From an optimization exercise on the open Yosys and OpenROAD flow, aimed at small area, a short achievable clock period and few clock cycles per item; shortcuts taken in it are not production practice.
Function was checked by simulation only, so behaviour that the tests miss may differ from the original.
Power and IR drop assume default switching activity.

==> design/flow/design.v <==
`default_nettype none
package dfas_pkg;
  function automatic logic [3:0] clamp_digit(input logic [3:0] d);
    clamp_digit = (d[3] && (d[2] || d[1])) ? 4'd9 : d;
  endfunction
  function automatic logic [3:0] nines(input logic [3:0] d);
    nines = {!(d[3] || d[2] || d[1]), d[2] ^ d[1], d[1], !d[0]};
  endfunction
  function automatic logic [1:0] digit_gp(input logic [3:0] x, input logic [3:0] y);
    logic [1:0] r;
    r[1] = (x[3] && y[2]) ||
        (x[1] && y[3]) ||
        (x[2] && x[1] && y[2]) ||
        (x[3] && y[1]) ||
        (x[3] && y[3]) ||
        (x[2] && y[3]) ||
        (x[2] && y[2] && y[1]) ||
        (x[0] && y[3] && y[0]) ||
        (x[3] && x[0] && y[0]) ||
        (x[2] && x[0] && y[2] && y[0]) ||
        (x[1] && x[0] && y[2] && y[1] && y[0]) ||
        (x[2] && x[1] && x[0] && y[1] && y[0]);
    r[0] = (x[2] && !x[1] && x[0] && y[2] && !y[1] && !y[0]) ||
        (x[2] && !x[1] && !x[0] && y[2] && !y[1] && y[0]) ||
        (x[2] && x[1] && x[0] && !y[2] && y[1] && !y[0]) ||
        (!x[3] && !x[2] && !x[1] && !x[0] && y[3] && y[0]) ||
        (!x[2] && x[1] && !x[0] && y[2] && y[1] && y[0]) ||
        (!x[3] && !x[2] && !x[1] && x[0] && y[3] && !y[0]) ||
        (x[3] && x[0] && !y[3] && !y[2] && !y[1] && !y[0]) ||
        (x[3] && !x[0] && !y[3] && !y[2] && !y[1] && y[0]) ||
        (x[2] && x[1] && !x[0] && !y[2] && y[1] && y[0]) ||
        (!x[2] && x[1] && x[0] && y[2] && y[1] && !y[0]);
    digit_gp = r;
  endfunction
endpackage
`default_nettype wire
`default_nettype none
module dfas_align (
  input  wire logic [63:0] a_digits,
  input  wire logic [63:0] b_digits,
  input  wire logic [10:0] a_exponent,
  input  wire logic [10:0] b_exponent,
  input  wire logic        a_sign,
  input  wire logic        b_sign,      
  output logic [63:0]      x,           
  output logic [63:0]      ye,          
  output logic [10:0]      e,           
  output logic             sx,          
  output logic             sub          
);
  logic [63:0] da, db, yr, ys;
  logic        za, zb, zany, a_ge_raw, a_ge, sel_a, sat;
  logic [11:0] dab, dba, ad;
  logic [3:0]  sh;
  always_comb begin
    for (int i = 0; i < 16; i++) begin
      da[4*i +: 4] = dfas_pkg::clamp_digit(a_digits[4*i +: 4]);
      db[4*i +: 4] = dfas_pkg::clamp_digit(b_digits[4*i +: 4]);
    end
    za       = (a_digits == '0);
    zb       = (b_digits == '0);
    zany     = za || zb;
    dab      = {a_exponent[10], a_exponent} - {b_exponent[10], b_exponent};
    dba      = {b_exponent[10], b_exponent} - {a_exponent[10], a_exponent};
    a_ge_raw = !dab[11];
    a_ge     = zany || a_ge_raw;
    sel_a    = zb || (!za && a_ge_raw);
    ad       = a_ge_raw ? dab : dba;
    sh       = zany ? 4'd0 : ad[3:0];
    sat      = !zany && (ad[11:4] != '0);
    x        = a_ge ? da : db;
    yr       = a_ge ? db : da;
    ys       = yr >> {sh, 2'b00};
    for (int i = 0; i < 16; i++) begin
      logic [3:0] d;
      d = sat ? 4'd0 : ys[4*i +: 4];
      ye[4*i +: 4] = sub ? dfas_pkg::nines(d) : d;
    end
    e        = sel_a ? a_exponent : b_exponent;
    sx       = a_ge ? a_sign : b_sign;
    sub      = a_sign ^ b_sign;
  end
endmodule
`default_nettype wire
`default_nettype none
module dfas_addsub (
  input  wire logic [63:0] x,
  input  wire logic [63:0] ye,
  input  wire logic [10:0] e,
  input  wire logic        sx,
  input  wire logic        sub,
  output logic [63:0]      m,       
  output logic [10:0]      em,      
  output logic             ovf,     
  output logic             sign
);
  logic [15:0]      g, p;
  logic [15:0][3:0] s0, s1;
  logic [4:0][15:0] gg, pp;
  logic [16:0][3:0] da;        
  logic [15:0][3:0] db;        
  logic             gall;
  always_comb begin
    for (int i = 0; i < 16; i++) begin
      logic [1:0] gp;
      logic [4:0] t;
      gp    = dfas_pkg::digit_gp(x[4*i +: 4], ye[4*i +: 4]);
      g[i]  = gp[1];
      p[i]  = (ye[4*i +: 4] == dfas_pkg::nines(x[4*i +: 4]));
      t     = {1'b0, x[4*i +: 4]} + {1'b0, ye[4*i +: 4]};
      s0[i] = g[i] ? 4'(t[3:0] + 4'd6) : t[3:0];
      s1[i] = p[i] ? 4'd0 : 4'(s0[i] + 4'd1);
    end
    gg[0] = g;
    pp[0] = p;
    for (int k = 1; k < 5; k++) begin
      for (int i = 0; i < 16; i++) begin
        if (i >= (1 << (k - 1))) begin
          gg[k][i] = gg[k-1][i] | (pp[k-1][i] & gg[k-1][i - (1 << (k - 1))]);
          pp[k][i] = pp[k-1][i] & pp[k-1][i - (1 << (k - 1))];
        end else begin
          gg[k][i] = gg[k-1][i];
          pp[k][i] = pp[k-1][i];
        end
      end
    end
    gall = gg[4][15];
    da[0] = s0[0];
    db[0] = s1[0];
    for (int i = 1; i < 16; i++) begin
      da[i] = gg[4][i-1] ? s1[i] : s0[i];
      db[i] = (gg[4][i-1] || pp[4][i-1]) ? s1[i] : s0[i];
    end
    da[16] = 4'd1;
    for (int i = 0; i < 16; i++) begin
      logic [3:0] m1, m0;
      m1 = sub ? db[i] : da[i+1];
      m0 = sub ? dfas_pkg::nines(da[i]) : da[i];
      m[4*i +: 4] = gall ? m1 : m0;
    end
    em   = (gall && !sub) ? 11'(e + 11'd1) : e;
    ovf  = gall && !sub && (e == 11'h3FF);
    sign = sx ^ (sub && !gall);
  end
endmodule
`default_nettype wire
`default_nettype none
module dfas_norm (
  input  wire logic [63:0] m,
  input  wire logic [10:0] em,
  input  wire logic        ovf,
  input  wire logic        sign,
  output logic             res_sign,
  output logic [10:0]      res_exp,
  output logic [63:0]      res_digits,
  output logic             res_oor
);
  logic [15:0] nz;
  logic [7:0]  v2;
  logic [3:0]  v4;
  logic [1:0]  v8;
  logic [7:0]  l2;
  logic [7:0]  l4;        
  logic [5:0]  l8;        
  logic [3:0]  lz;
  logic        zero, borrow, ulow;
  logic [63:0] m1, m2, m3;
  logic [4:0]  lo;
  logic [15:0][4:0] lo_k;
  logic [6:0]  hi, hi_m1;
  logic [10:0] ue;
  always_comb begin
    for (int i = 0; i < 16; i++) nz[i] = (m[4*i +: 4] != 4'd0);
    for (int j = 0; j < 8; j++) begin
      v2[j] = nz[2*j+1] | nz[2*j];
      l2[j] = !nz[2*j+1];
    end
    for (int j = 0; j < 4; j++) begin
      v4[j] = v2[2*j+1] | v2[2*j];
      l4[2*j +: 2] = v2[2*j+1] ? {1'b0, l2[2*j+1]} : {1'b1, l2[2*j]};
    end
    for (int j = 0; j < 2; j++) begin
      v8[j] = v4[2*j+1] | v4[2*j];
      l8[3*j +: 3] = v4[2*j+1] ? {1'b0, l4[4*j+2 +: 2]} : {1'b1, l4[4*j +: 2]};
    end
    zero = !(v8[1] | v8[0]);
    lz   = v8[1] ? {1'b0, l8[5:3]} : {1'b1, l8[2:0]};
    m1 = lz[3] ? {m[31:0], 32'd0} : m;
    m2 = lz[2] ? {m1[47:0], 16'd0} : m1;
    m3 = lz[1] ? {m2[55:0], 8'd0} : m2;
    res_digits = lz[0] ? {m3[59:0], 4'd0} : m3;
    for (int k = 0; k < 16; k++) lo_k[k] = {1'b0, em[3:0]} - 5'(k);
    lo     = lo_k[lz];
    borrow = lo[4];
    hi_m1  = em[10:4] - 7'd1;
    hi     = borrow ? hi_m1 : em[10:4];
    ue     = {!em[10], em[9:0]};
    ulow  = (ue[10:4] == '0);
    res_sign = zero ? 1'b0 : sign;
    res_exp  = zero ? 11'd0 : {hi, lo[3:0]};
    res_oor  = !zero && (ovf || (ulow && borrow));
  end
endmodule
`default_nettype wire
`default_nettype none
module decimal_float_add_subtract (
  input  wire logic               clk,
  input  wire logic               rst,
  input  wire logic               in_valid,
  output logic                    in_ready,
  input  wire logic               command,
  input  wire logic               a_sign,
  input  wire logic signed [10:0] a_exponent,
  input  wire logic [63:0]        a_digits,
  input  wire logic               b_sign,
  input  wire logic signed [10:0] b_exponent,
  input  wire logic [63:0]        b_digits,
  output logic                    out_valid,
  input  wire logic               out_ready,
  output logic                    result_sign,
  output logic signed [10:0]      result_exponent,
  output logic [63:0]             result_digits,
  output logic                    exponent_out_of_range
);
  logic        adv, o_free;
  logic        rdy;    
  logic        v0, sa0, sb0;
  logic [63:0] a0, b0;
  logic [10:0] ea0, eb0;
  logic        v1, sx1, sub1;
  logic [63:0] x1, y1;
  logic [10:0] e1;
  logic        v2, ovf2, s2;
  logic [63:0] m2;
  logic [10:0] e2;
  logic        kv, k_sign, k_oor;
  logic [10:0] k_exp;
  logic [63:0] k_digits;
  logic [63:0] xa, ya, mb;
  logic [10:0] ea, eb;
  logic        sxa, suba, ovfb, sb;
  logic        zs, zo;
  logic [10:0] ze;
  logic [63:0] zd;
  assign adv      = !kv;
  assign in_ready = rdy;
  assign o_free   = !out_valid || out_ready;
  dfas_align u_align (
    .a_digits(a0), .b_digits(b0), .a_exponent(ea0), .b_exponent(eb0),
    .a_sign(sa0), .b_sign(sb0), .x(xa), .ye(ya), .e(ea), .sx(sxa), .sub(suba)
  );
  dfas_addsub u_addsub (
    .x(x1), .ye(y1), .e(e1), .sx(sx1), .sub(sub1),
    .m(mb), .em(eb), .ovf(ovfb), .sign(sb)
  );
  dfas_norm u_norm (
    .m(m2), .em(e2), .ovf(ovf2), .sign(s2),
    .res_sign(zs), .res_exp(ze), .res_digits(zd), .res_oor(zo)
  );
  always_ff @(posedge clk) begin
    if (rst) begin
      v0        <= 1'b0;
      v1        <= 1'b0;
      v2        <= 1'b0;
      kv        <= 1'b0;
      rdy       <= 1'b1;
      out_valid <= 1'b0;
    end else begin
      if (adv) begin
        v0 <= in_valid;
        v1 <= v0;
        v2 <= v1;
      end
      if (o_free) begin
        out_valid <= kv || v2;
        kv        <= 1'b0;
        rdy       <= 1'b1;
      end else if (!kv) begin
        kv  <= v2;
        rdy <= !v2;
      end
    end
  end
  always_ff @(posedge clk) begin
    if (adv) begin
      a0   <= a_digits;
      b0   <= b_digits;
      ea0  <= a_exponent;
      eb0  <= b_exponent;
      sa0  <= a_sign;
      sb0  <= b_sign ^ command;
      x1   <= xa;
      y1   <= ya;
      e1   <= ea;
      sx1  <= sxa;
      sub1 <= suba;
      m2   <= mb;
      e2   <= eb;
      ovf2 <= ovfb;
      s2   <= sb;
      k_sign   <= zs;
      k_exp    <= ze;
      k_digits <= zd;
      k_oor    <= zo;
    end
    if (o_free) begin
      result_sign           <= kv ? k_sign   : zs;
      result_exponent       <= kv ? k_exp    : ze;
      result_digits         <= kv ? k_digits : zd;
      exponent_out_of_range <= kv ? k_oor    : zo;
    end
  end
endmodule
`default_nettype wire
==> design/flow/flow/run.sh <==
#!/bin/bash
# Own layout flow: the standard ORFS flow (standard.sh: unchanged synthesis and
# steps, the standard flow's constraint.sdc and clock period), with two changes to how the layout
# is made: the timing repair is asked to leave extra setup slack, so the layout is
# optimised for a shorter achieved period, and the port buffers are buf_4 cells
# instead of the default delay-buffer cell. Every port still gets its buffer.
# make's full output is in run_standard.log; each step's tool log is in orfs/logs/.
set -euo pipefail
bash standard.sh SETUP_SLACK_MARGIN=11.5 \
  "BUFFER_PORTS_ARGS=-buffer_cell sky130_fd_sc_hd__buf_4" finish > run_standard.log 2>&1
test -f out/final.def
==> design/flow/standard.sh <==
#!/bin/bash
# synth_recipe.tcl (not shown) runs the flow's synth.tcl, then flattens the netlist and writes it again
# the make line also repeats each setting of config.mk as NAME=value (left out here)
make -C /OpenROAD-flow-scripts/flow DESIGN_CONFIG=/design/flow/config.mk WORK_HOME=/design/flow/orfs CLKGATE_MAP_FILE= SYNTH_SCRIPT=/design/flow/synth_recipe.tcl "${@:-finish}"
==> design/flow/config.mk <==
export PLATFORM = sky130hd
export DESIGN_NAME = decimal_float_add_subtract
export DESIGN_NICKNAME = decimal_float_add_subtract
export VERILOG_FILES = /design/flow/design.v
export SDC_FILE = /design/flow/constraint.sdc
export NUM_CORES = 4
export LEC_CHECK = 0
export CAP_MARGIN = 20
export CORE_MARGIN = 2
export CORE_UTILIZATION = 40
export SLEW_MARGIN = 20
==> design/flow/constraint.sdc <==
create_clock -name core_clock -period 16.0 [get_ports {clk}]
set_input_delay 3.2000 -clock core_clock [delete_from_list [all_inputs] [get_ports {clk}]]
set_output_delay 3.2000 -clock core_clock [all_outputs]
set_load 0.01 [all_outputs]
==> impl_metrics.ini, run 1 <==
[outcome]
status = timing/DRC/antenna clean

[worst_setup_path]
start_kind = register
r2r_slack_ns = 11.61
cp.arrival_ns = 1.22
crit_buf_inv = 1
crit_type = reg -> out
rr_endpoint = y1[2]
timing.rr.start = ea0[6]
critPathCapture = result_digits[40]
cp-startpoint = result_digits[40]
crit_cells = 1
crit_family = flip-flops
path_cells = buf_4
critPathCaptureType = output port
rr_worst_depth = 15
crit_slowest_cell = edfxtp_1
slowest_delay_ns = 0.42
cp.required_ns = 12.80
crit_fanout = 1

[logic_synthesis]
synth_area_per_cell_um2 = 9.314
synth_xor_area_share_pct = 4.269
synthMuxAreaShare_pct = 6.150
synth-compound-area-share_pct = 20.99
synth_top_family_by_area = compound AO/OA/AOI/OAI gates
synthCells = 3899
yosysSeqAreaShare_pct = 41.54
synthAdderAreaFrac_pct = 6.126
async_flop_share_pct = 0
synth_area_leaders = edfxtp_1, ha_1, nand2_1, dfxtp_1, o21ai_0
synth.largest_area_cell = edfxtp_1
synth_top_area_share_pct = 36.96
synth_cell_types = 110
synthSimpleGateAreaFrac_pct = 17.00
yosys_warnings = 4
netlist_area_um2 = 36320
synth_edf_count = 447
ys_ff_latch = 530
ys.flop_type = edfxtp_1
syn_nets = 4223

[timing]
fmax_ghz = 0.2262
slew_violations = 0
tightest_slew_ns = 1.129
period_share_pct = 27.63
setup_viol = 0
rsz0062_at_grt = yes
hold_violations = 0
min_period_ns = 4.421
slew_headroom_pct = 24.35
setup_tns_ns = 0
clock_skew_ns = 0.04211

[floorplan]
start_util_pct = 40.35
core_um2 = 90010
dieArea_um2 = 93220
rows = 110
die_y_um = 305.3
die_width_um = 305.3
ios = 236

[job]
cap_violations = 0

[clock_network]
cts_root_buf = clkbuf_16
clkTransAtPathRegs_ns = 0.06
cts_buffer_depth = 3
cts_tree = done
cts_buffers = 57
cts_hold_buffers = 0
clk_latency_ns = 0.65
cts_sinks = 530
htree_num_levels = 2

[global_route]
grt_pass1_vias = 29160
overflow = 0
grt_first_pass_wirelength_mm = 178.8
grt_max_degree = 94
grt_antenna_before_repair = 2
grtUsageTotal_pct = 24.59

[cells_and_area]
fin_nets = 4382
drive_above_1_share_pct = 14.64
fillCellCount = 8693
antennaDiodeCount = 0
postLayoutCoreUtil_pct = 46.53
syn_to_final_growth_pct = 15.33
instances_no_fill = 5273

[detailed_routing]
firstDrtPassIters = 9
ant_nets = 0
wire_per_inst_um = 22.67
via_count = 31310
routed_wirelength_mm = 119.6
viasPerCell = 5.937
drc = 0
drtIter0Drc = 2735

[placed_design]
dp.cells = 5145
gp_congestion = 1.005
dp_hpwl_mm = 90.58
port_buffers = 235

[power_and_ir_drop]
power_density_nw_per_um2 = 157.0
finalPower_uw = 6576
ir_worst_vdd_mv = 0.08947
total_leakage_power_uw = 0.01609

[worst_hold_path]
holdCritPathClass = reg -> reg
## through the flow
stage	setup WS [ns]	area, µm²	hold WS, ns
after CTS	11.46	41360	0.4552
after global routing	11.49	41880	0.4708
after detailed placement	10.48	39060	0.4400
after floorplan	11.78	36330	0.4225
final	11.58	41880	0.4503
after global placement	10.00	39060	0.4357
## state kept, by name, indices dropped and copies added, names as in the netlist, 64 cells and up
signal	flops
x1	64
result_digits	64
b0	64
a0	64
k_digits	64
y1	64
m2	64
## kinds of logic (layout without fill, tap and decap cells)
| group | count (synthesis) | count (layout) |
|---|---|---|
| AOI/OAI and AO/OA | 1194 | 1196 |
| DFF | 530 | 530 |
| muxes | 211 | 211 |
| buffers and inverters | 339 | 530 |
| adders and majority gates | 167 | 167 |
| and+or+nand+nor | 1281 | 1286 |
| xor gates and xnor gates | 177 | 177 |
## power by group
group	switching, µW	total (µW)	internal, µW
sequential	335	2290	1950
combinational	1800	2990	1190
clock	542	1300	757
## cell type report
type	count	area, µm²	area share, %
multi-input cells	3037	20510	48.98
repair buffers	301	2464	5.882
clock inverters	25	276.5	0.6602
clock buffers	73	1570	3.749
flip-flops and latches	530	15090	36.02
well taps	1176	1471	3.513
inverters	131	499.2	1.192
## worst min-delay path by stage
stage / startpoint / endpoint / slack (ns) / cells past startpoint
floorplan: k_digits[60] / k_digits[60] / 0.42 / 1
global placement: k_digits[60] / k_digits[60] / 0.44 / 1
detailed placement: k_digits[60] / k_digits[60] / 0.44 / 1
CTS: k_digits[60] / k_digits[60] / 0.46 / 1
global route: k_digits[60] / k_digits[60] / 0.47 / 1
finish: k_digits[60] / k_digits[60] / 0.45 / 1
## metal layers
layer  global-route usage [%]  wire length (µm)  vias to the layer above
met5                        0                11                        -
met4                    15.21              8412                        2
met3                    3.002              7083                      357
met2                    38.47             52920                     1305
met1                    32.51             51130                    14740
li1                         -                 -                    14900
## timing repair
| item | 4_1_cts | 5_1_grt |
|---|---|---|
| setup endpoints to repair | 199 | 127 |
| pin swaps | 5 | 9 |
| resized for setup | 75 | 56 |
| cloned | 4 | 6 |
| setup buffers | 3 | 17 |
## synth_stat cells (14+ instances only)
cell      count
nor4_1       58
dfxtp_1      83
or3_1        21
nand2b_1     65
mux2_2       57
and3_1       28
nand4_1      27
o21a_1       42
o211ai_1     38
mux2i_1     144
nand4b_1     25
a21oi_1     305
o21ai_1      34
xor2_1       42
edfxtp_1    447
ha_1        149
a22o_1       14
buf_2        54
o31ai_1      24
a21o_1       44
a31oi_1      46
fa_1         18
or4_1        19
nand2_1     455
and2_1       18
a211o_1      16
o21ai_0     328
a211oi_1     69
nor3b_1      14
a22oi_1      23
clkbuf_1    116
xnor2_1     135
o22ai_1      19
buf_1        23
nor3_1       79
a311oi_1     15
nor2_1      288
nor2b_1      53
a221oi_1     14
nand3_1      82
inv_1       130
## layout by cell type, fill, tap and decap left out, types with 76 or more instances in the layout
cell type,n
nor2_1,283
inv_1,130
edfxtp_1,447
o21ai_0,326
ha_1,147
dfxtp_1,82
a21oi_1,301
mux2i_1,140
nand2_1,450
nor3_1,76
buf_4,283
nand3_1,82
xnor2_1,134
Testbench counts, summed over its fixed seeds: cycles 16,032, items 16,000.
==> run 2: changes to the inputs <==
--- a/design/flow/config.mk
+++ b/design/flow/config.mk
@@ -7,2 +7,3 @@
 export LEC_CHECK = 0
+export ABC_AREA = 1
 export CAP_MARGIN = 20
==> run 2 against run 1 <==
  * Still clean
  * Clock skew rose by 0.0018 ns
  * Via count rose by 2.4%
  * Register-to-register slack improved by 0.13 ns
  * Worst setup slack improved by 0.0015 ns
  * Sequential cell count did not move
  * Global-route usage fell by 0.86 points
  * Combinational power barely moved
  * Critical endpoint is now result_digits[58]
  * Largest cell class unchanged
==> impl_metrics.ini, run 2 <==
[outcome]
status = timing/DRC/antenna clean

[floorplan]
dieArea_um2 = 91870
start_util_pct = 40.43
rows = 109
ios = 236
die_y_um = 303.1
core_um2 = 88510
die_width_um = 303.1

[timing]
period_share_pct = 27.62
setup_tns_ns = 0
slew_violations = 0
slew_headroom_pct = 28.63
tightest_slew_ns = 1.068
min_period_ns = 4.419
setup_viol = 0
clock_skew_ns = 0.04395
hold_violations = 0
fmax_ghz = 0.2263
rsz0062_at_grt = no

[logic_synthesis]
synth_cell_types = 58
ys.flop_type = edfxtp_1
synth_area_per_cell_um2 = 7.623
synthAdderAreaFrac_pct = 6.217
synth_top_area_share_pct = 37.51
yosys_warnings = 4
ys_ff_latch = 530
async_flop_share_pct = 0
yosysMostFrequentCell = nand2_1
synth_edf_count = 447
synth-compound-area-share_pct = 10.72
synthCells = 4694
netlist_area_um2 = 35780
synth.largest_area_cell = edfxtp_1
synth_xor_area_share_pct = 3.769
synth_area_leaders = edfxtp_1, nand2_1, nand3_1, ha_1, inv_1
synthTopCellsByCount = nand2_1, nand3_1, inv_1
yosysSeqAreaShare_pct = 42.16
syn_nets = 5018
synthMuxAreaShare_pct = 0.5035
synth_top_family_by_area = simple AND/OR/NAND/NOR gates
synthSimpleGateAreaFrac_pct = 29.26

[worst_setup_path]
crit_buf_inv = 1
critPathCaptureType = output port
crit_fanout = 1
crit_type = reg -> out
start_kind = register
cp.arrival_ns = 1.22
crit_family = flip-flops
timing.rr.start = x1[53]
rr_worst_depth = 15
rr_endpoint = m2[60]
path_cells = buf_4
cp.required_ns = 12.80
slowest_delay_ns = 0.42
r2r_slack_ns = 11.74
crit_slowest_cell = edfxtp_1

[power_and_ir_drop]
p_comb_share_pct = 45.7
p_seq_share_pct = 33.4
p_int_uw = 3768
finalPower_uw = 6577
power_density_nw_per_um2 = 162.0
p_clk_share_pct = 21.0
swShare_pct = 42.70
total_leakage_power_uw = 0.01847
ir_worst_vdd_mv = 0.09237
p_sw_uw = 2808

[worst_hold_path]
whs_path_depth = 2
hold_start = k_exp[5]
holdCritPathClass = reg -> reg
worstHoldEndpoint = k_exp[5]

[placed_design]
port_buffers = 235
gp_congestion = 0.9327
dp_hpwl_mm = 86.73

[clock_network]
clk_latency_ns = 0.65
cts_sinks = 530
postCtsSetupRepairBufs = 0
cts_buffers = 59
cts_hold_buffers = 0
htree_num_levels = 2
clkTransAtPathRegs_ns = 0.06
cts_root_buf = clkbuf_16
cts_tree = done
cts_buffer_depth = 3

[detailed_routing]
viasPerCell = 5.283
wire_per_inst_um = 18.20
drtIter0Drc = 2721
firstDrtPassIters = 8
ant_nets = 0
via_count = 32070
drc = 0
routed_wirelength_mm = 110.5

[global_route]
grt_max_degree = 147
grt_first_pass_wirelength_mm = 169.8
grt_antenna_before_repair = 1
grtUsageTotal_pct = 23.74
overflow = 0
grt_pass1_vias = 29590

[cells_and_area]
antennaDiodeCount = 0
fin_nets = 5179
syn_to_final_growth_pct = 13.47
postLayoutCoreUtil_pct = 45.87
final_common_cell = nand2_1
drive_above_1_share_pct = 8.991
final_cell_mix = nand2_1, nand3_1, inv_1

[job]
cap_violations = 0
run 2: cells by family after synthesis:
family | after synthesis
compound gates | 661
xor+xnor | 154
fa+ha+maj | 167
buf+inv | 670
flops | 530
mux | 18
simple gates | 2494
run 2: worst max path at each step:
stage	start	to	slack [ns]	cells past startpoint
3_3_place_gp	ea0[2]	y1[2]	11.33	19
4_1_cts	m2[61]	result_digits[39]	11.53	11
3_5_place_dp	ea0[2]	y1[2]	11.25	19
5_1_grt	ea0[2]	y1[11]	11.53	21
6_report	result_digits[58]	result_digits[58]	11.58	1
2_1_floorplan	out_ready	exponent_out_of_range	11.82	2
run 2: what timing repair did:
action	in CTS	in global routing
pin swaps	0	1
gates cloned	0	1
hold endpoints to repair	0	0
setup endpoints to repair	33	171
resized for setup	5	24
run 2: worst reg2reg max path, delay by kind of cell (launching register included):
kind / cells / cell delay [ns]
compound gates: 3 / 0.94
simple gates: 6 / 1.09
fa+ha+maj: 1 / 0.34
xor+xnor: 1 / 0.13
flops: 1 / 0.47
buf+inv: 4 / 1.00
run 2: stage by stage:
step                      instances  hold WS (ns)  setup slack, ns  cell area (µm²)
after floorplan                4694        0.4143            11.82            35800
after global placement         5958        0.4347            11.33            38530
after detailed placement       5958        0.4370            11.25            38530
after CTS                      6069        0.4519            11.53            40530
after global routing           6070        0.4747            11.53            40600
final                          6070        0.4513            11.58            40600
run 2: cell type report:
cell class / count / area [µm²]
fillers: 8783 / 47910
multi-input cells: 3495 / 18120
flip-flops and latches: 530 / 15090
inverters: 506 / 1927
clock buffers: 75 / 1620
well taps: 1165 / 1458
repair buffers: 263 / 2026
clock inverters: 36 / 361.6
run 2: power groups by stage:
stage	registers, µW	logic (µW)	clock network [µW]
2_1_floorplan	2150	2010	0
3_3_place_gp	2220	2930	0
3_5_place_dp	2220	2950	0
4_1_cts	2200	2970	1410
5_1_grt	2230	3370	1470
6_report	2190	3000	1380
run 2: per-layer routing:
| layer | part of all wire, % | up-vias | wire length, µm | global-route usage [%] |
|---|---|---|---|---|
| met2 | 46 | 1153 | 50510 | 38.40 |
| met5 | 0.010 | - | 11 | 0 |
| met4 | 4.8 | 2 | 5339 | 10.56 |
| li1 | - | 16090 | - | - |
| met1 | 44 | 14610 | 48470 | 32.20 |
| met3 | 5.5 | 214 | 6120 | 2.492 |
==> run 3: changes to the inputs <==
--- a/design/flow/design.v
+++ b/design/flow/design.v
@@ -8,27 +8,22 @@
   endfunction
-  function automatic logic [1:0] digit_gp(input logic [3:0] x, input logic [3:0] y);
-    logic [1:0] r;
-    r[1] = (x[3] && y[2]) ||
-        (x[1] && y[3]) ||
-        (x[2] && x[1] && y[2]) ||
-        (x[3] && y[1]) ||
-        (x[3] && y[3]) ||
-        (x[2] && y[3]) ||
-        (x[2] && y[2] && y[1]) ||
-        (x[0] && y[3] && y[0]) ||
-        (x[3] && x[0] && y[0]) ||
-        (x[2] && x[0] && y[2] && y[0]) ||
-        (x[1] && x[0] && y[2] && y[1] && y[0]) ||
-        (x[2] && x[1] && x[0] && y[1] && y[0]);
-    r[0] = (x[2] && !x[1] && x[0] && y[2] && !y[1] && !y[0]) ||
-        (x[2] && !x[1] && !x[0] && y[2] && !y[1] && y[0]) ||
-        (x[2] && x[1] && x[0] && !y[2] && y[1] && !y[0]) ||
-        (!x[3] && !x[2] && !x[1] && !x[0] && y[3] && y[0]) ||
-        (!x[2] && x[1] && !x[0] && y[2] && y[1] && y[0]) ||
-        (!x[3] && !x[2] && !x[1] && x[0] && y[3] && !y[0]) ||
-        (x[3] && x[0] && !y[3] && !y[2] && !y[1] && !y[0]) ||
-        (x[3] && !x[0] && !y[3] && !y[2] && !y[1] && y[0]) ||
-        (x[2] && x[1] && !x[0] && !y[2] && y[1] && y[0]) ||
-        (!x[2] && x[1] && x[0] && y[2] && y[1] && !y[0]);
-    digit_gp = r;
+  function automatic logic [11:0] sub12(input logic [11:0] a, input logic [11:0] b);
+    logic [11:0] g, p, gn, pn, c;
+    g = a & ~b;
+    p = ~(a ^ b);
+    for (int k = 0; k < 4; k++) begin
+      for (int i = 0; i < 12; i++) begin
+        if (i >= (1 << k)) begin
+          gn[i] = g[i] | (p[i] & g[i - (1 << k)]);
+          pn[i] = p[i] & p[i - (1 << k)];
+        end else begin
+          gn[i] = g[i];
+          pn[i] = p[i];
+        end
+      end
+      g = gn;
+      p = pn;
+    end
+    c[0] = 1'b1;
+    for (int i = 1; i < 12; i++) c[i] = g[i-1] | p[i-1];
+    sub12 = ~(a ^ b) ^ c;
   endfunction
@@ -37,3 +32,3 @@
 `default_nettype none
-module dfas_align (
+module dfas_prep (
   input  wire logic [63:0] a_digits,
@@ -42,6 +37,44 @@
   input  wire logic [10:0] b_exponent,
+  output logic [63:0]      da,          
+  output logic [63:0]      db,
+  output logic             za,          
+  output logic             zb,
+  output logic             a_ge,        
+  output logic [3:0]       sh_ab,       
+  output logic [3:0]       sh_ba,       
+  output logic             big_ab,      
+  output logic             big_ba       
+);
+  logic [11:0] dab, dba;
+  always_comb begin
+    for (int i = 0; i < 16; i++) begin
+      da[4*i +: 4] = dfas_pkg::clamp_digit(a_digits[4*i +: 4]);
+      db[4*i +: 4] = dfas_pkg::clamp_digit(b_digits[4*i +: 4]);
+    end
+    za     = (a_digits == '0);
+    zb     = (b_digits == '0);
+    dab    = dfas_pkg::sub12({a_exponent[10], a_exponent}, {b_exponent[10], b_exponent});
+    dba    = dfas_pkg::sub12({b_exponent[10], b_exponent}, {a_exponent[10], a_exponent});
+    a_ge   = !dab[11];
+    sh_ab  = dab[3:0];
+    sh_ba  = dba[3:0];
+    big_ab = (dab[11:4] != '0);
+    big_ba = (dba[11:4] != '0);
+  end
+endmodule
+module dfas_align (
+  input  wire logic [63:0] da,
+  input  wire logic [63:0] db,
+  input  wire logic        za,
+  input  wire logic        zb,
+  input  wire logic        a_ge_raw,
+  input  wire logic [3:0]  sh_ab,
+  input  wire logic [3:0]  sh_ba,
+  input  wire logic        big_ab,
+  input  wire logic        big_ba,
+  input  wire logic [10:0] a_exponent,
+  input  wire logic [10:0] b_exponent,
   input  wire logic        a_sign,
   input  wire logic        b_sign,      
-  output logic [63:0]      x,           
-  output logic [63:0]      ye,          
+  output logic [79:0]      t,           
   output logic [10:0]      e,           
@@ -50,33 +83,23 @@
 );
-  logic [63:0] da, db, yr, ys;
-  logic        za, zb, zany, a_ge_raw, a_ge, sel_a, sat;
-  logic [11:0] dab, dba, ad;
+  logic [63:0] x, yr, ys;
+  logic        zany, a_ge, sel_a, sat;
   logic [3:0]  sh;
   always_comb begin
+    zany  = za || zb;
+    a_ge  = zany || a_ge_raw;
+    sel_a = zb || (!za && a_ge_raw);
+    sh    = zany ? 4'd0 : (a_ge_raw ? sh_ab : sh_ba);
+    sat   = !zany && (a_ge_raw ? big_ab : big_ba);
+    sub   = a_sign ^ b_sign;
+    x     = a_ge ? da : db;
+    yr    = a_ge ? db : da;
+    ys    = yr >> {sh, 2'b00};
     for (int i = 0; i < 16; i++) begin
-      da[4*i +: 4] = dfas_pkg::clamp_digit(a_digits[4*i +: 4]);
-      db[4*i +: 4] = dfas_pkg::clamp_digit(b_digits[4*i +: 4]);
+      logic [3:0] d, ye;
+      d  = sat ? 4'd0 : ys[4*i +: 4];
+      ye = sub ? dfas_pkg::nines(d) : d;
+      t[5*i +: 5] = {1'b0, x[4*i +: 4]} + {1'b0, ye};
     end
-    za       = (a_digits == '0);
-    zb       = (b_digits == '0);
-    zany     = za || zb;
-    dab      = {a_exponent[10], a_exponent} - {b_exponent[10], b_exponent};
-    dba      = {b_exponent[10], b_exponent} - {a_exponent[10], a_exponent};
-    a_ge_raw = !dab[11];
-    a_ge     = zany || a_ge_raw;
-    sel_a    = zb || (!za && a_ge_raw);
-    ad       = a_ge_raw ? dab : dba;
-    sh       = zany ? 4'd0 : ad[3:0];
-    sat      = !zany && (ad[11:4] != '0);
-    x        = a_ge ? da : db;
-    yr       = a_ge ? db : da;
-    ys       = yr >> {sh, 2'b00};
-    for (int i = 0; i < 16; i++) begin
-      logic [3:0] d;
-      d = sat ? 4'd0 : ys[4*i +: 4];
-      ye[4*i +: 4] = sub ? dfas_pkg::nines(d) : d;
-    end
-    e        = sel_a ? a_exponent : b_exponent;
-    sx       = a_ge ? a_sign : b_sign;
-    sub      = a_sign ^ b_sign;
+    e  = sel_a ? a_exponent : b_exponent;
+    sx = a_ge ? a_sign : b_sign;
   end
@@ -86,4 +109,3 @@
 module dfas_addsub (
-  input  wire logic [63:0] x,
-  input  wire logic [63:0] ye,
+  input  wire logic [79:0] t,       
   input  wire logic [10:0] e,
@@ -104,9 +126,7 @@
     for (int i = 0; i < 16; i++) begin
-      logic [1:0] gp;
-      logic [4:0] t;
-      gp    = dfas_pkg::digit_gp(x[4*i +: 4], ye[4*i +: 4]);
-      g[i]  = gp[1];
-      p[i]  = (ye[4*i +: 4] == dfas_pkg::nines(x[4*i +: 4]));
-      t     = {1'b0, x[4*i +: 4]} + {1'b0, ye[4*i +: 4]};
-      s0[i] = g[i] ? 4'(t[3:0] + 4'd6) : t[3:0];
+      logic [4:0] u;
+      u     = t[5*i +: 5];
+      g[i]  = u[4] || (u[3] && (u[2] || u[1]));
+      p[i]  = (u == 5'd9);
+      s0[i] = g[i] ? 4'(u[3:0] + 4'd6) : u[3:0];
       s1[i] = p[i] ? 4'd0 : 4'(s0[i] + 4'd1);
@@ -226,7 +246,8 @@
   logic        rdy;    
-  logic        v0, sa0, sb0;
+  logic        v0, sa0, sb0, za0, zb0, ge0, bab0, bba0;
   logic [63:0] a0, b0;
   logic [10:0] ea0, eb0;
+  logic [3:0]  sab0, sba0;
   logic        v1, sx1, sub1;
-  logic [63:0] x1, y1;
+  logic [79:0] t1;
   logic [10:0] e1;
@@ -238,3 +259,6 @@
   logic [63:0] k_digits;
-  logic [63:0] xa, ya, mb;
+  logic [63:0] dap, dbp, mb;
+  logic        zap, zbp, gep, babp, bbap;
+  logic [3:0]  sabp, sbap;
+  logic [79:0] ta;
   logic [10:0] ea, eb;
@@ -247,8 +271,14 @@
   assign o_free   = !out_valid || out_ready;
+  dfas_prep u_prep (
+    .a_digits(a_digits), .b_digits(b_digits), .a_exponent(a_exponent),
+    .b_exponent(b_exponent), .da(dap), .db(dbp), .za(zap), .zb(zbp), .a_ge(gep),
+    .sh_ab(sabp), .sh_ba(sbap), .big_ab(babp), .big_ba(bbap)
+  );
   dfas_align u_align (
-    .a_digits(a0), .b_digits(b0), .a_exponent(ea0), .b_exponent(eb0),
-    .a_sign(sa0), .b_sign(sb0), .x(xa), .ye(ya), .e(ea), .sx(sxa), .sub(suba)
+    .da(a0), .db(b0), .za(za0), .zb(zb0), .a_ge_raw(ge0), .sh_ab(sab0), .sh_ba(sba0),
+    .big_ab(bab0), .big_ba(bba0), .a_exponent(ea0), .b_exponent(eb0),
+    .a_sign(sa0), .b_sign(sb0), .t(ta), .e(ea), .sx(sxa), .sub(suba)
   );
   dfas_addsub u_addsub (
-    .x(x1), .ye(y1), .e(e1), .sx(sx1), .sub(sub1),
+    .t(t1), .e(e1), .sx(sx1), .sub(sub1),
     .m(mb), .em(eb), .ovf(ovfb), .sign(sb)
@@ -285,4 +315,11 @@
     if (adv) begin
-      a0   <= a_digits;
-      b0   <= b_digits;
+      a0   <= dap;
+      b0   <= dbp;
+      za0  <= zap;
+      zb0  <= zbp;
+      ge0  <= gep;
+      sab0 <= sabp;
+      sba0 <= sbap;
+      bab0 <= babp;
+      bba0 <= bbap;
       ea0  <= a_exponent;
@@ -291,4 +328,3 @@
       sb0  <= b_sign ^ command;
-      x1   <= xa;
-      y1   <= ya;
+      t1   <= ta;
       e1   <= ea;
==> run 3 against run 2 <==
  * Hold slack got worse by 0.0046 ns
  * Via count decreased by 14%
  * Die area fell by 6.8%
  * Clock skew grew 0.00075 ns
  * Non-clock buffer count increased by 5
  * Sequential share of layout area barely moved
  * Global-route usage is 1.9 points lower
  * Critical path depth is 10 higher
  * Sequential power is 2% lower
  * Count of clock-buffer cells in the layout is 8 lower
  * Worst setup slack got worse by 0.071 ns
  * Critical path type is now in -> reg
==> impl_metrics.ini, run 3 <==
[outcome]
status = timing/DRC/antenna clean

[worst_setup_path]
timing.rr.start = ge0
crit_family = simple AND/OR/NAND/NOR gates
critPathCaptureType = register
crit_fanout = 3
crit_cells = 11
crit_type = in -> reg
rr_worst_depth = 15
r2r_slack_ns = 11.78
critPathCapture = bab0
crit_buf_inv = 2
start_kind = primary input
rr_endpoint = t1[12]
cp.arrival_ns = 4.84
path_cells = buf_8 -> inv_6 -> ha_4 -> fa_2 -> nor2_4 -> o21ai_2 -> nand2_1 -> nand2_2 -> xor2_2 -> nor4_2 -> nand4_1
cp.required_ns = 16.35
crit_slowest_cell = fa_2
cp-startpoint = b_exponent[0]
slowest_delay_ns = 0.36

[logic_synthesis]
synth.largest_area_cell = edfxtp_1
synth_top_family_by_area = simple AND/OR/NAND/NOR gates
synth-compound-area-share_pct = 14.18
synth_xor_area_share_pct = 3.912
ys.flop_type = edfxtp_1
synth_area_leaders = edfxtp_1, nand2_1, ha_1, dfxtp_1, inv_1
syn_nets = 4476
synth_cell_types = 69
synth_edf_count = 411
synthCells = 4152
synthAdderAreaFrac_pct = 6.675
yosys_warnings = 5
synthTopCellsByCount = nand2_1, inv_1, edfxtp_1
yosysMostFrequentCell = nand2_1
yosysSeqAreaShare_pct = 42.02
synthSimpleGateAreaFrac_pct = 23.66
synth_area_per_cell_um2 = 8.026
synth_top_area_share_pct = 37.03
ys_ff_latch = 494
netlist_area_um2 = 33330
synthMuxAreaShare_pct = 1.265
async_flop_share_pct = 0

[cells_and_area]
top_register = t1
largest_reg_flops = 80
fin_nets = 4598
final_common_cell = nand2_1
instances_no_fill = 5388
syn_to_final_growth_pct = 13.23
seq_area_um2 = 14010
antennaDiodeCount = 0
design_area_um2 = 37730
drive_above_1_share_pct = 13.87
multiInputGateArea_um2 = 16830
final_cell_mix = nand2_1, inv_1, edfxtp_1
fillCellCount = 8281

[global_route]
overflow = 0
grt_pass1_vias = 26030
grtUsageTotal_pct = 21.87
grt_first_pass_wirelength_mm = 148.2
grt_max_degree = 85
grt_antenna_before_repair = 0

[clock_network]
htree_num_levels = 2
cts_hold_buffers = 0
cts_buffers = 53
clk_latency_ns = 0.64
cts_sinks = 494
clkTransAtPathRegs_ns = 0.06
cts_buffer_depth = 3
cts_tree = done
cts_root_buf = clkbuf_16

[floorplan]
rows = 105
ios = 236
dieArea_um2 = 85640
die_width_um = 292.6
core_um2 = 82240
start_util_pct = 40.52
die_y_um = 292.6

[placed_design]
gp_congestion = 0.9702
placedInstanceArea_um2 = 35780
dp_hpwl_mm = 74.58
port_buffers = 235
dp.cells = 5279

[power_and_ir_drop]
total_leakage_power_uw = 0.01676
ir_worst_vdd_mv = 0.09802
power_density_nw_per_um2 = 170.2

[detailed_routing]
ant_nets = 0
met1_length_mm = 42.62
via_count = 27600
drtIter0Drc = 1777
routed_wirelength_mm = 95.18
met2WireLength_mm = 44.11
viasPerCell = 5.122
firstDrtPassIters = 7
wire_per_inst_um = 17.67
drc = 0
wl_met3_mm = 4.174
routed.top_layer = met4

[timing]
hold_violations = 0
period_share_pct = 28.06
min_period_ns = 4.490
slew_violations = 0
slew_headroom_pct = 32.91
clock_skew_ns = 0.04470
fmax_ghz = 0.2227
setup_tns_ns = 0
setup_viol = 0
rsz0062_at_grt = yes
tightest_slew_ns = 1.006

[worst_hold_path]
holdCritPathClass = reg -> reg

[job]
cap_violations = 0
-- run 3: worst min path at each step --
stage                         from  endpoint  slack [ns]  cells after the start
after floorplan           k_exp[6]  k_exp[6]        0.42                      2
after global placement          v1        v2        0.44                      2
after detailed placement     k_oor     k_oor        0.44                      2
after CTS                    k_oor     k_oor        0.45                      2
after global routing      k_exp[5]  k_exp[5]        0.48                      2
final                     k_exp[4]  k_exp[4]        0.45                      2
-- run 3: cell type report --
class | instances | area share (%)
Clock inverter | 32 | 0.9417
Sequential cell | 494 | 37.12
Tap cell | 1070 | 3.548
Clock buffer | 67 | 3.707
Multi-Input combinational cell | 2998 | 44.60
Inverter | 459 | 4.652
Timing Repair Buffer | 268 | 5.435
-- run 3: repair_timing --
item,4_1_cts,5_1_grt
pin swaps,2,23
resized for setup,3,35
setup endpoints to repair,24,27
buffers inserted,1,7
cloned,1,1
-- run 3: through the flow --
step | power (µW) | setup slack, ns | util (%) | hold slack (ns)
2_1_floorplan | 4229 | 10.19 | - | 0.4184
3_3_place_gp | 5145 | 10.83 | 43.50 | 0.4359
3_5_place_dp | 5175 | 10.82 | 43.50 | 0.4359
4_1_cts | 6423 | 11.51 | 45.67 | 0.4496
5_1_grt | 6930 | 11.47 | 45.88 | 0.4764
6_report | 6423 | 11.51 | 45.88 | 0.4467
-- run 3: where the power goes --
| part | internal, µW | total [µW] | leakage, µW | switching (µW) |
|---|---|---|---|---|
| clock | 694 | 1220 | 0.000844 | 528 |
| combinational | 1040 | 3050 | 0.0108 | 2020 |
| sequential | 1910 | 2150 | 0.00515 | 239 |
-- run 3: worst reg2reg max path: cells and delay by family (launching register included) --
kind | cells | cell delay [ns]
simple gates | 3 | 0.57
compound gates | 5 | 1.21
xor+xnor | 2 | 0.37
flops | 1 | 0.44
fa+ha+maj | 2 | 0.58
buf+inv | 3 | 0.83
-- run 3: routing by layer --
layer | track usage (%) | up-vias
met1 | 28.83 | 12530
met2 | 36.67 | 694
met3 | 2.405 | 158
met5 | 0 | -
met4 | 8.918 | 0
li1 | - | 14210
-- run 3: kinds of logic after synthesis --
group | count (synthesis)
and+or+nand+nor | 1824
AOI/OAI and AO/OA | 817
buffers and inverters | 662
DFF | 494
adders and majority gates | 167
xor gates and xnor gates | 148
muxes | 40
Testbench counts of run 3, summed over its fixed seeds: cycles 16,032, items 16,000.
==> run 4: changes to the inputs <==
--- a/design/flow/design.v
+++ b/design/flow/design.v
@@ -43,7 +43,5 @@
   output logic [3:0]       sh_ab,       
-  output logic [3:0]       sh_ba,       
-  output logic             big_ab,      
-  output logic             big_ba       
+  output logic [3:0]       sh_ba        
 );
-  logic [11:0] dab, dba;
+  logic [11:0] dab;
   always_comb begin
@@ -56,8 +54,5 @@
     dab    = dfas_pkg::sub12({a_exponent[10], a_exponent}, {b_exponent[10], b_exponent});
-    dba    = dfas_pkg::sub12({b_exponent[10], b_exponent}, {a_exponent[10], a_exponent});
     a_ge   = !dab[11];
-    sh_ab  = dab[3:0];
-    sh_ba  = dba[3:0];
-    big_ab = (dab[11:4] != '0);
-    big_ba = (dba[11:4] != '0);
+    sh_ab  = 4'(a_exponent[3:0] - b_exponent[3:0]);
+    sh_ba  = 4'(b_exponent[3:0] - a_exponent[3:0]);
   end
@@ -72,4 +67,2 @@
   input  wire logic [3:0]  sh_ba,
-  input  wire logic        big_ab,
-  input  wire logic        big_ba,
   input  wire logic [10:0] a_exponent,
@@ -86,2 +79,3 @@
   logic [3:0]  sh;
+  logic [11:0] dab, dba;
   always_comb begin
@@ -91,3 +85,5 @@
     sh    = zany ? 4'd0 : (a_ge_raw ? sh_ab : sh_ba);
-    sat   = !zany && (a_ge_raw ? big_ab : big_ba);
+    dab   = dfas_pkg::sub12({a_exponent[10], a_exponent}, {b_exponent[10], b_exponent});
+    dba   = dfas_pkg::sub12({b_exponent[10], b_exponent}, {a_exponent[10], a_exponent});
+    sat   = !zany && (a_ge_raw ? (dab[11:4] != '0) : (dba[11:4] != '0));
     sub   = a_sign ^ b_sign;
@@ -121,5 +117,4 @@
   logic [4:0][15:0] gg, pp;
-  logic [16:0][3:0] da;        
-  logic [15:0][3:0] db;        
-  logic             gall;
+  logic [16:0][3:0] d;         
+  logic             gall, cin, neg, cdig;
   always_comb begin
@@ -147,18 +142,16 @@
     gall = gg[4][15];
-    da[0] = s0[0];
-    db[0] = s1[0];
-    for (int i = 1; i < 16; i++) begin
-      da[i] = gg[4][i-1] ? s1[i] : s0[i];
-      db[i] = (gg[4][i-1] || pp[4][i-1]) ? s1[i] : s0[i];
-    end
-    da[16] = 4'd1;
+    cin  = sub && gall;     
+    neg  = sub && !gall;    
+    cdig = !sub && gall;    
     for (int i = 0; i < 16; i++) begin
-      logic [3:0] m1, m0;
-      m1 = sub ? db[i] : da[i+1];
-      m0 = sub ? dfas_pkg::nines(da[i]) : da[i];
-      m[4*i +: 4] = gall ? m1 : m0;
+      logic c;
+      c = (i == 0) ? cin : (gg[4][i-1] || (pp[4][i-1] && cin));
+      d[i] = c ? s1[i] : s0[i];
     end
-    em   = (gall && !sub) ? 11'(e + 11'd1) : e;
-    ovf  = gall && !sub && (e == 11'h3FF);
-    sign = sx ^ (sub && !gall);
+    d[16] = 4'd1;
+    for (int i = 0; i < 16; i++)
+      m[4*i +: 4] = cdig ? d[i+1] : neg ? dfas_pkg::nines(d[i]) : d[i];
+    em   = cdig ? 11'(e + 11'd1) : e;
+    ovf  = cdig && (e == 11'h3FF);
+    sign = sx ^ neg;
   end
@@ -246,3 +239,3 @@
   logic        rdy;    
-  logic        v0, sa0, sb0, za0, zb0, ge0, bab0, bba0;
+  logic        v0, sa0, sb0, za0, zb0, ge0;
   logic [63:0] a0, b0;
@@ -260,3 +253,3 @@
   logic [63:0] dap, dbp, mb;
-  logic        zap, zbp, gep, babp, bbap;
+  logic        zap, zbp, gep;
   logic [3:0]  sabp, sbap;
@@ -274,3 +267,3 @@
     .b_exponent(b_exponent), .da(dap), .db(dbp), .za(zap), .zb(zbp), .a_ge(gep),
-    .sh_ab(sabp), .sh_ba(sbap), .big_ab(babp), .big_ba(bbap)
+    .sh_ab(sabp), .sh_ba(sbap)
   );
@@ -278,3 +271,3 @@
     .da(a0), .db(b0), .za(za0), .zb(zb0), .a_ge_raw(ge0), .sh_ab(sab0), .sh_ba(sba0),
-    .big_ab(bab0), .big_ba(bba0), .a_exponent(ea0), .b_exponent(eb0),
+    .a_exponent(ea0), .b_exponent(eb0),
     .a_sign(sa0), .b_sign(sb0), .t(ta), .e(ea), .sx(sxa), .sub(suba)
@@ -322,4 +315,2 @@
       sba0 <= sbap;
-      bab0 <= babp;
-      bba0 <= bbap;
       ea0  <= a_exponent;
==> design/flow/flow/run.sh (replaced) <==
#!/bin/bash
# Own layout flow: the standard ORFS flow (standard.sh: unchanged synthesis and
# steps, the standard flow's constraint.sdc and clock period), with two changes to how the layout
# is made: the timing repair is asked to leave extra setup slack, so the layout is
# optimised for a shorter achieved period, and the port buffers are buf_1 cells (sized up by the repair where timing needs it)
# instead of the default delay-buffer cell. Every port still gets its buffer.
# make's full output is in run_standard.log; each step's tool log is in orfs/logs/.
set -euo pipefail
bash standard.sh SETUP_SLACK_MARGIN=11.6 \
  "BUFFER_PORTS_ARGS=-buffer_cell sky130_fd_sc_hd__buf_1" finish > run_standard.log 2>&1
test -f out/final.def
--- a/design/flow/config.mk
+++ b/design/flow/config.mk
@@ -11,2 +11,5 @@
 export CORE_UTILIZATION = 40
+export CTS_BUF_LIST = sky130_fd_sc_hd__clkbuf_8
+export CTS_CLUSTER_DIAMETER = 100
+export CTS_CLUSTER_SIZE = 20
 export SLEW_MARGIN = 20
==> run 4 against run 3 <==
  * Critical endpoint is now result_digits[52]
  * Hold slack better by 0.012 ns
  * Still clean
  * Die area decreased by 0.53%
  * Count of clock-buffer cells in the layout is 36 lower
  * Total power is 18% lower
  * Cell area fell by 5.1%
  * Synthesized cell count grew 0.96%
  * Non-clock buffer count grew 8
==> impl_metrics.ini, run 4 <==
[outcome]
status = timing/DRC/antenna clean

[floorplan]
rows = 105
die_width_um = 291.9
core_um2 = 82110
dieArea_um2 = 85190
die_y_um = 291.9
start_util_pct = 40.37
ios = 236

[global_route]
grtUsageTotal_pct = 20.95
grt_pass1_vias = 25540
grt_antenna_before_repair = 1
overflow = 0
grt_first_pass_wirelength_mm = 142.6
grt_max_degree = 179

[logic_synthesis]
ys_ff_latch = 492
synth_cell_types = 58
synthSimpleGateAreaFrac_pct = 24.83
synth.largest_area_cell = edfxtp_1
synthAdderAreaFrac_pct = 7.142
yosysSeqAreaShare_pct = 42.06
synth_area_per_cell_um2 = 7.907
synth_xor_area_share_pct = 3.597
syn_nets = 4528
synth_edf_count = 409
synth_top_family_by_area = simple AND/OR/NAND/NOR gates
synth_top_area_share_pct = 37.05
synth-compound-area-share_pct = 12.38
synth_area_leaders = edfxtp_1, nand2_1, ha_1, inv_1, o21ai_0
synthTopCellsByCount = nand2_1, inv_1, edfxtp_1
synthCells = 4192
ys.flop_type = edfxtp_1
yosysMostFrequentCell = nand2_1
yosys_warnings = 5
netlist_area_um2 = 33150
synthMuxAreaShare_pct = 1.291
async_flop_share_pct = 0

[clock_network]
cts_sinks = 492
cts_buffer_depth = 3
clkTransAtPathRegs_ns = 0.12
cts_buffers = 31
cts_tree = done
cts_root_buf = clkbuf_8
clk_latency_ns = 0.70
htree_num_levels = 1

[timing]
clock_skew_ns = 0.02789
tightest_slew_ns = 1.028
rsz0062_at_grt = yes
slew_headroom_pct = 31.47
period_share_pct = 27.99
hold_ws_ns = 0.4587
slew_violations = 0
setup_viol = 0
hold_violations = 0
setup_tns_ns = 0
fmax_ghz = 0.2233
min_period_ns = 4.479

[placed_design]
gp_congestion = 0.9449
dp_hpwl_mm = 72.67
port_buffers = 235

[cells_and_area]
top_register = t1
largest_reg_flops = 80
final_common_cell = nand2_1
final_cell_mix = nand2_1, inv_1, edfxtp_1
syn_to_final_growth_pct = 8.002
fin_nets = 4647
drive_above_1_share_pct = 7.991

[worst_hold_path]
holdCritPathClass = reg -> reg
whs_path_depth = 2

[detailed_routing]
ant_nets = 0
drtIter0Drc = 2081
viasPerCell = 5.106
drc = 0
wire_per_inst_um = 16.93
routed_wirelength_mm = 91.42
via_count = 27580
firstDrtPassIters = 6

[worst_setup_path]
crit_type = reg -> out
crit_buf_inv = 1
rr_worst_depth = 17
crit_family = flip-flops
crit_cells = 1
crit_slowest_cell = edfxtp_1
slowest_delay_ns = 0.44
start_kind = register
cp.arrival_ns = 1.28
crit_fanout = 1
cp.required_ns = 12.80
path_cells = clkbuf_2
critPathCaptureType = output port

[job]
cap_violations = 0

[power_and_ir_drop]
total_leakage_power_uw = 0.01638
ir_worst_vdd_mv = 0.06263
power_density_nw_per_um2 = 147.6
## run 4: final cells by class
class,count,area (µm²)
fillers,8374,46310
clock inverters,21,135.1
repair buffers,276,1448
multi-input cells,2963,16430
flip-flops and latches,492,13950
clock buffers,31,426.7
diodes,1,2.502
well taps,1070,1339
inverters,547,2074
## run 4: final timing paths
check	startpoint	end	slack [ns]
worst max-delay path	result_digits[52]	result_digits[52]	11.52
worst min register to register	v0	v1	0.46
worst max register to register	za0	t1[7]	11.87
worst min-delay path	v0	v1	0.46
## run 4: per-stage QoR
stage | cells | total power, µW | worst slack, ns | utilization, % | cell area (µm²)
6_report | 5401 | 5283 | 11.52 | 43.60 | 35800
5_1_grt | 5401 | 5749 | 11.45 | 43.60 | 35800
4_1_cts | 5392 | 5282 | 11.44 | 43.23 | 35500
3_5_place_dp | 5339 | 4675 | 10.74 | 42.45 | 34850
3_3_place_gp | 5339 | 4645 | 10.74 | 42.45 | 34850
2_1_floorplan | 4192 | 3890 | 9.988 | - | 33180
## run 4: timing repair
item | in CTS | in global routing
cloned | 0 | 2
hold buffers | 0 | 0
pin swaps | 0 | 11
resized for setup | 27 | 100
setup buffers | 1 | 6
setup endpoints to repair | 152 | 143
## run 4: per-layer routing
layer / vias up / track usage (%) / wire length [µm]
li1: 14170 / - / -
met1: 12560 / 28.30 / 41400
met2: 684 / 35.15 / 42830
met3: 163 / 1.614 / 3441
met4: 0 / 7.858 / 3747
met5: - / 0 / 0
## run 4: cell families after synthesis
| group | after synthesis |
|---|---|
| and+or+nand+nor | 1889 |
| buffers and inverters | 737 |
| AOI/OAI and AO/OA | 723 |
| DFF | 492 |
| adders and majority gates | 179 |
| xor gates and xnor gates | 131 |
| muxes | 41 |
## run 4: power breakdown
group	internal [µW]	switching [µW]
logic	876	1730
clock network	189	400
registers	1880	206
total	2950	2340
Testbench counts of run 4, summed over its fixed seeds: cycles 16,032, items 16,000.
==> run 5: changes to the inputs <==
--- a/design/flow/flow/run.sh
+++ b/design/flow/flow/run.sh
@@ -8,3 +8,3 @@
 set -euo pipefail
-bash standard.sh SETUP_SLACK_MARGIN=11.6 \
+bash standard.sh SETUP_SLACK_MARGIN=11.75 \
   "BUFFER_PORTS_ARGS=-buffer_cell sky130_fd_sc_hd__buf_1" finish > run_standard.log 2>&1
--- a/design/flow/config.mk
+++ b/design/flow/config.mk
@@ -11,3 +11,2 @@
 export CORE_UTILIZATION = 40
-export CTS_BUF_LIST = sky130_fd_sc_hd__clkbuf_8
 export CTS_CLUSTER_DIAMETER = 100
==> run 5 against run 4 <==
  * Via count rose by 0.38%
  * Combinational power is essentially flat
  * First-iteration DRC count shrank 1.7%
  * Register-to-register slack better by 0.07 ns
  * Still clean on timing, DRC and antenna
  * Clock power up 34%
  * Die area stayed put
  * Sequential power about the same
  * Fmax grew 1.9%
  * Hold slack got worse by 0.0069 ns
  * Non-clock buffer count grew 4
  * Critical path type unchanged
  * Critical endpoint unchanged
  * Worst setup slack improved by 0.083 ns
==> impl_metrics.ini, run 5 <==
[cells_and_area]
syn_to_final_growth_pct = 9.572
fin_nets = 4653
postLayoutCoreUtil_pct = 44.23
instances_no_fill = 5406
top_register = t1
final_cell_mix = nand2_1, inv_1, edfxtp_1
antennaDiodeCount = 0
drive_above_1_share_pct = 8.372
largest_reg_flops = 80
fillCellCount = 8286
final_common_cell = nand2_1

[timing]
fmax_ghz = 0.2275
setup_tns_ns = 0
min_period_ns = 4.396
tightest_slew_ns = 1.039
slew_violations = 0
slew_headroom_pct = 30.71
period_share_pct = 27.48
rsz0062_at_grt = yes
setup_ws_ns = 11.60
clock_skew_ns = 0.01854
hold_violations = 0
setup_viol = 0

[clock_network]
cts_sinks = 492
htree_num_levels = 1
cts_buffers = 31
cts_buffer_depth = 3
cts_tree = done
clk_latency_ns = 0.62
cts_root_buf = clkbuf_16
cts_hold_buffers = 0
clkTransAtPathRegs_ns = 0.08

[power_and_ir_drop]
power_density_nw_per_um2 = 151.4
swShare_pct = 43.08
finalPower_uw = 5498
p_int_uw = 3129
p_seq_share_pct = 38.0
p_comb_share_pct = 47.6
ir_worst_vdd_mv = 0.08898
p_sw_uw = 2369
total_leakage_power_uw = 0.01655
p_clk_share_pct = 14.4

[logic_synthesis]
syn_nets = 4528
synth_area_leaders = edfxtp_1, nand2_1, ha_1, inv_1, o21ai_0
yosys_warnings = 5
synth_top_area_share_pct = 37.05
synth_area_per_cell_um2 = 7.907
yosysSeqAreaShare_pct = 42.06
synthTopCellsByCount = nand2_1, inv_1, edfxtp_1
ys.flop_type = edfxtp_1
synthCells = 4192
synth.largest_area_cell = edfxtp_1
netlist_area_um2 = 33150
ys_ff_latch = 492
yosysMostFrequentCell = nand2_1
synth_cell_types = 58
synth_edf_count = 409
async_flop_share_pct = 0

[global_route]
grtUsageTotal_pct = 21.03
grt_first_pass_wirelength_mm = 143.1
overflow = 0
grt_pass1_vias = 25590
grt_max_degree = 179
grt_antenna_before_repair = 0

[worst_hold_path]
hold_start = v0
holdCritPathClass = reg -> reg

[floorplan]
start_util_pct = 40.37
rows = 105
ios = 236
dieArea_um2 = 85190
die_y_um = 291.9
core_um2 = 82110
die_width_um = 291.9

[worst_setup_path]
crit_type = reg -> out
cp-startpoint = result_digits[52]
cp.arrival_ns = 1.20
timing.rr.start = zb0
crit_fanout = 1
r2r_slack_ns = 11.94
cp.required_ns = 12.80
start_kind = register
crit_slowest_cell = edfxtp_1
crit_family = flip-flops
path_cells = clkbuf_2
crit_buf_inv = 1
slowest_delay_ns = 0.42
critPathCaptureType = output port

[placed_design]
dp.cells = 5339
dp_hpwl_mm = 72.67
dpl_worst_slack_ns = 10.74
port_buffers = 235
gp_congestion = 0.9449

[job]
cap_violations = 0

[detailed_routing]
firstDrtPassIters = 7
viasPerCell = 5.120
drc = 0
wire_per_inst_um = 17.06
routed_wirelength_mm = 92.24
via_count = 27680
ant_nets = 0
drtIter0Drc = 2045

[outcome]
status = timing/DRC/antenna clean
## run 5: changes by cell type in the layout (fill, tap and decap cells not counted), moves of 3 or more
| cell | before | now |
|---|---|---|
| clkbuf_16 | 2 | 34 |
| clkbuf_8 | 32 | 0 |
| inv_1 | 531 | 519 |
| clkbuf_1 | 0 | 11 |
| buf_6 | 8 | 12 |
| ha_1 | 158 | 154 |
| ha_2 | 1 | 5 |
| inv_6 | 0 | 3 |
| nor4_1 | 36 | 33 |
| nor4_2 | 0 | 3 |
| o21ai_0 | 356 | 353 |
## run 5: area by class of cell
cell class	instances	area (µm²)	share of cell area, %
Clock buffer	42	817.0	2.249
Inverter	547	2085	5.739
Multi-Input combinational cell	2964	16500	45.43
Clock inverter	10	95.09	0.2618
Sequential cell	492	13950	38.40
Timing Repair inverter	1	8.758	0.02411
Tap cell	1070	1339	3.686
Timing Repair Buffer	280	1529	4.210
## run 5: worst min-delay path, stage by stage (launching register included)
cell     delay (ns)
dfxtp_1        0.31
nand2_1        0.05
a21oi_1        0.05
## run 5: worst paths after layout
kind | to | depth (start not counted)
max | result_digits[52] | 1
min | v1 | 2
max reg2reg | t1[23] | 19
min reg2reg | v1 | 2
## run 5: power by group through the flow
stage / registers [µW] / clock network, µW / logic (µW)
after global placement: 2120 / 0 / 2520
after detailed placement: 2130 / 0 / 2550
after global routing: 2130 / 863 / 2970
after floorplan: 2090 / 0 / 1810
final: 2090 / 792 / 2620
after CTS: 2100 / 825 / 2570
## run 5: routing by layer
layer / track usage (%) / share of wire, % / wire (µm)
met5: 0 / 0 / 0
met4: 8.046 / 4.2 / 3889
met3: 1.629 / 3.5 / 3230
met2: 35.24 / 47 / 43340
met1: 28.39 / 45 / 41790
## run 5: cell families after synthesis
kind of cell	count (synthesis)	synth area share [%]
xor gates and xnor gates	131	3.597
DFF	492	42.06
and+or+nand+nor	1889	24.83
AOI/OAI and AO/OA	723	12.38
buffers and inverters	737	8.700
muxes	41	1.291
adders and majority gates	179	7.142
## run 5: per-stage QoR
stage	cell area, µm²	hold slack, ns
final	36320	0.4518
after detailed placement	34850	0.4386
after CTS	35980	0.4580
after floorplan	33180	0.4184
after global placement	34850	0.4331
after global routing	36320	0.4738
## run 5: repair_timing
item	4_1_cts	5_1_grt
setup endpoints to repair	159	147
pin swaps	14	6
gates resized for setup	57	96
buffers inserted	4	6
cloned	0	5
==> run 6: changes to the inputs <==
--- a/design/flow/flow/run.sh
+++ b/design/flow/flow/run.sh
@@ -8,3 +8,3 @@
 set -euo pipefail
-bash standard.sh SETUP_SLACK_MARGIN=11.75 \
+bash standard.sh SETUP_SLACK_MARGIN=11.6 \
   "BUFFER_PORTS_ARGS=-buffer_cell sky130_fd_sc_hd__buf_1" finish > run_standard.log 2>&1
--- a/design/flow/config.mk
+++ b/design/flow/config.mk
@@ -10,3 +10,3 @@
 export CORE_MARGIN = 2
-export CORE_UTILIZATION = 40
+export CORE_UTILIZATION = 50
 export CTS_CLUSTER_DIAMETER = 100
==> run 6 against run 5 <==
  * Synthesized cell count stayed put
  * Critical path type is now in -> reg
  * Non-clock buffer count stayed put
  * Clock power is 0.9% higher
==> impl_metrics.ini, run 6 <==
[outcome]
status = timing/DRC/antenna clean

[logic_synthesis]
ys.flop_type = edfxtp_1
yosysSeqAreaShare_pct = 42.06
yosys_warnings = 5
synth_cell_types = 58
synth_edf_count = 409
async_flop_share_pct = 0
ys_ff_latch = 492
yosysMostFrequentCell = nand2_1
synth_area_per_cell_um2 = 7.907
synthTopCellsByCount = nand2_1, inv_1, edfxtp_1
synth_top_area_share_pct = 37.05
synth.largest_area_cell = edfxtp_1
synthCells = 4192
synth_area_leaders = edfxtp_1, nand2_1, ha_1, inv_1, o21ai_0
netlist_area_um2 = 33150
syn_nets = 4528

[cells_and_area]
final_common_cell = nand2_1
fin_nets = 4652
multiInputGateArea_um2 = 16480
syn_to_final_growth_pct = 8.251
antennaDiodeCount = 0
largest_reg_flops = 80
fillCellCount = 6432
drive_above_1_share_pct = 6.659
final_cell_mix = nand2_1, inv_1, edfxtp_1
seq_area_um2 = 13940
top_register = t1

[placed_design]
dp_hpwl_mm = 70.75
port_buffers = 235
gp_congestion = 0.9854

[worst_hold_path]
hold_start = v0
holdCritPathClass = reg -> reg

[worst_setup_path]
cp-startpoint = a_exponent[2]
cp.arrival_ns = 4.78
crit_fanout = 4
crit_type = in -> reg
cp.required_ns = 16.34
timing.rr.start = ge0
start_kind = primary input
critPathCaptureType = register

[job]
cap_violations = 0

[timing]
fmax_ghz = 0.2252
clock_skew_ns = 0.02842
tightest_slew_ns = 0.9306
rsz0062_at_grt = yes
hold_ws_ns = 0.4553
slew_violations = 0
slew_headroom_pct = 37.39
hold_violations = 0
min_period_ns = 4.441
setup_viol = 0
setup_tns_ns = 0
period_share_pct = 27.76

[detailed_routing]
routed_wirelength_mm = 88.44
routed.top_layer = met4
drtIter0Drc = 1862
wire_per_inst_um = 16.99
firstDrtPassIters = 6
met1_length_mm = 39.37
wl_met3_mm = 3.136
ant_nets = 0
viasPerCell = 5.239
met2WireLength_mm = 42.08
drc = 0
via_count = 27270

[clock_network]
cts_sinks = 492
cts_root_buf = clkbuf_16
cts_tree = done
clk_latency_ns = 0.62
cts_buffer_depth = 3
cts_buffers = 30
htree_num_levels = 1
clkTransAtPathRegs_ns = 0.09
cts_hold_buffers = 0

[floorplan]
start_util_pct = 50.42
dieArea_um2 = 68370
ios = 236
die_width_um = 261.5
die_y_um = 261.5
core_um2 = 65750
rows = 94

[global_route]
grt_antenna_before_repair = 0
grtUsageTotal_pct = 25.45
grt_pass1_vias = 24960
grt_max_degree = 113
grt_first_pass_wirelength_mm = 137.1
overflow = 0

[power_and_ir_drop]
ir_worst_vdd_mv = 0.09664
power_density_nw_per_um2 = 151.7
total_leakage_power_uw = 0.01636
run 6: per-layer routing:
layer  up-vias  GRT usage [%]
li1      14180              -
met1     12310          33.87
met3       162          1.587
met5         -              0
met4         0          10.20
met2       613          43.42
run 6: power breakdown:
part / internal [µW] / total (µW) / switching [µW]
clock network: 374 / 799 / 425
logic: 855 / 2560 / 1700
registers: 1880 / 2080 / 201
run 6: logic make-up (layout without fill, tap and decap cells):
| group | after synthesis | in the layout | synth area share (%) |
|---|---|---|---|
| AND/OR/NAND/NOR | 1889 | 1890 | 24.83 |
| buffers and inverters | 737 | 884 | 8.700 |
| AO/OA/AOI/OAI | 723 | 723 | 12.38 |
| flip-flops | 492 | 492 | 42.06 |
| adder cells (fa/ha/maj) | 179 | 179 | 7.142 |
| XOR/XNOR | 131 | 131 | 3.597 |
| multiplexers | 41 | 41 | 1.291 |
run 6: critical path, stage by stage:
cell and delay, ns:
buf_8 0.10, inv_4 0.05, ha_4 0.20, a21oi_4 0.17, o21ai_2 0.09, a21oi_2 0.16
nor2_1 0.06, o21ai_1 0.14, nand2_1 0.11, a21oi_2 0.14, nor2_1 0.05, o21ai_1 0.13
a31oi_2 0.17
run 6: area by class of cell:
class	instances	area share (%)
Clock buffer	51	2.402
Clock inverter	5	0.1883
Inverter	547	5.771
Multi-Input combinational cell	2964	45.93
Sequential cell	492	38.86
Tap cell	864	3.013
Timing Repair Buffer	280	3.822
Timing Repair inverter	1	0.01743
run 6: path summary, 6_finish.rpt:
| path | slack (ns) | to | depth (start not counted) |
|---|---|---|---|
| hold / removal | 0.46 | v1 | 2 |
| setup / recovery | 11.56 | ge0 | 13 |
| setup reg to reg | 11.77 | t1[3] | 20 |
| hold reg to reg | 0.46 | v1 | 2 |
run 6: stage by stage:
stage	cells	setup WS (ns)	power, µW	util (%)	instance area, µm²
after floorplan	4192	9.988	3890	-	33180
after global placement	5136	10.72	4612	52.64	34610
after detailed placement	5136	10.59	4644	52.66	34620
after CTS	5195	11.56	5456	54.24	35660
after global routing	5204	11.47	5898	54.58	35880
final	5204	11.56	5442	54.58	35880
run 6: timing repair:
item | CTS | global route
cloned | 0 | 4
endpoints found under the setup margin | 78 | 65
gates resized for setup | 27 | 34
buffers inserted | 3 | 5
endpoints found under the hold margin | 0 | 0
pin swaps | 12 | 14

[re-timing with driven ports]
In the flow no input, the clock included, has a driving cell. The finished layouts below were timed again as built, in two steps.
Step 1: set_driving_cell puts a clkbuf_16 on clk and a buf_2 on each other input, an assumption about the parent block.
Step 2 times the ports against the registers' clock, not the clock port: input delays grow and output delays shrink by t, the midpoint of the rising clock arrivals with the driver on.
a / b / c = ideal ports / drivers / drivers and shift; a / b = the first two.
run	shift t [ns]	slack for setup (ns)
run 1	0.694	11.579 / 11.512 / 11.412
run 2	0.701	11.581 / 11.510 / 11.404
run 3	0.678	11.510 / 11.523 / 10.845
run 4	0.744	11.521 / 11.461 / 11.015
run 5	0.679	11.604 / 11.539 / 11.036
run 6	0.673	11.559 / 11.553 / 10.908
After both steps setup and hold are still met in every run listed.
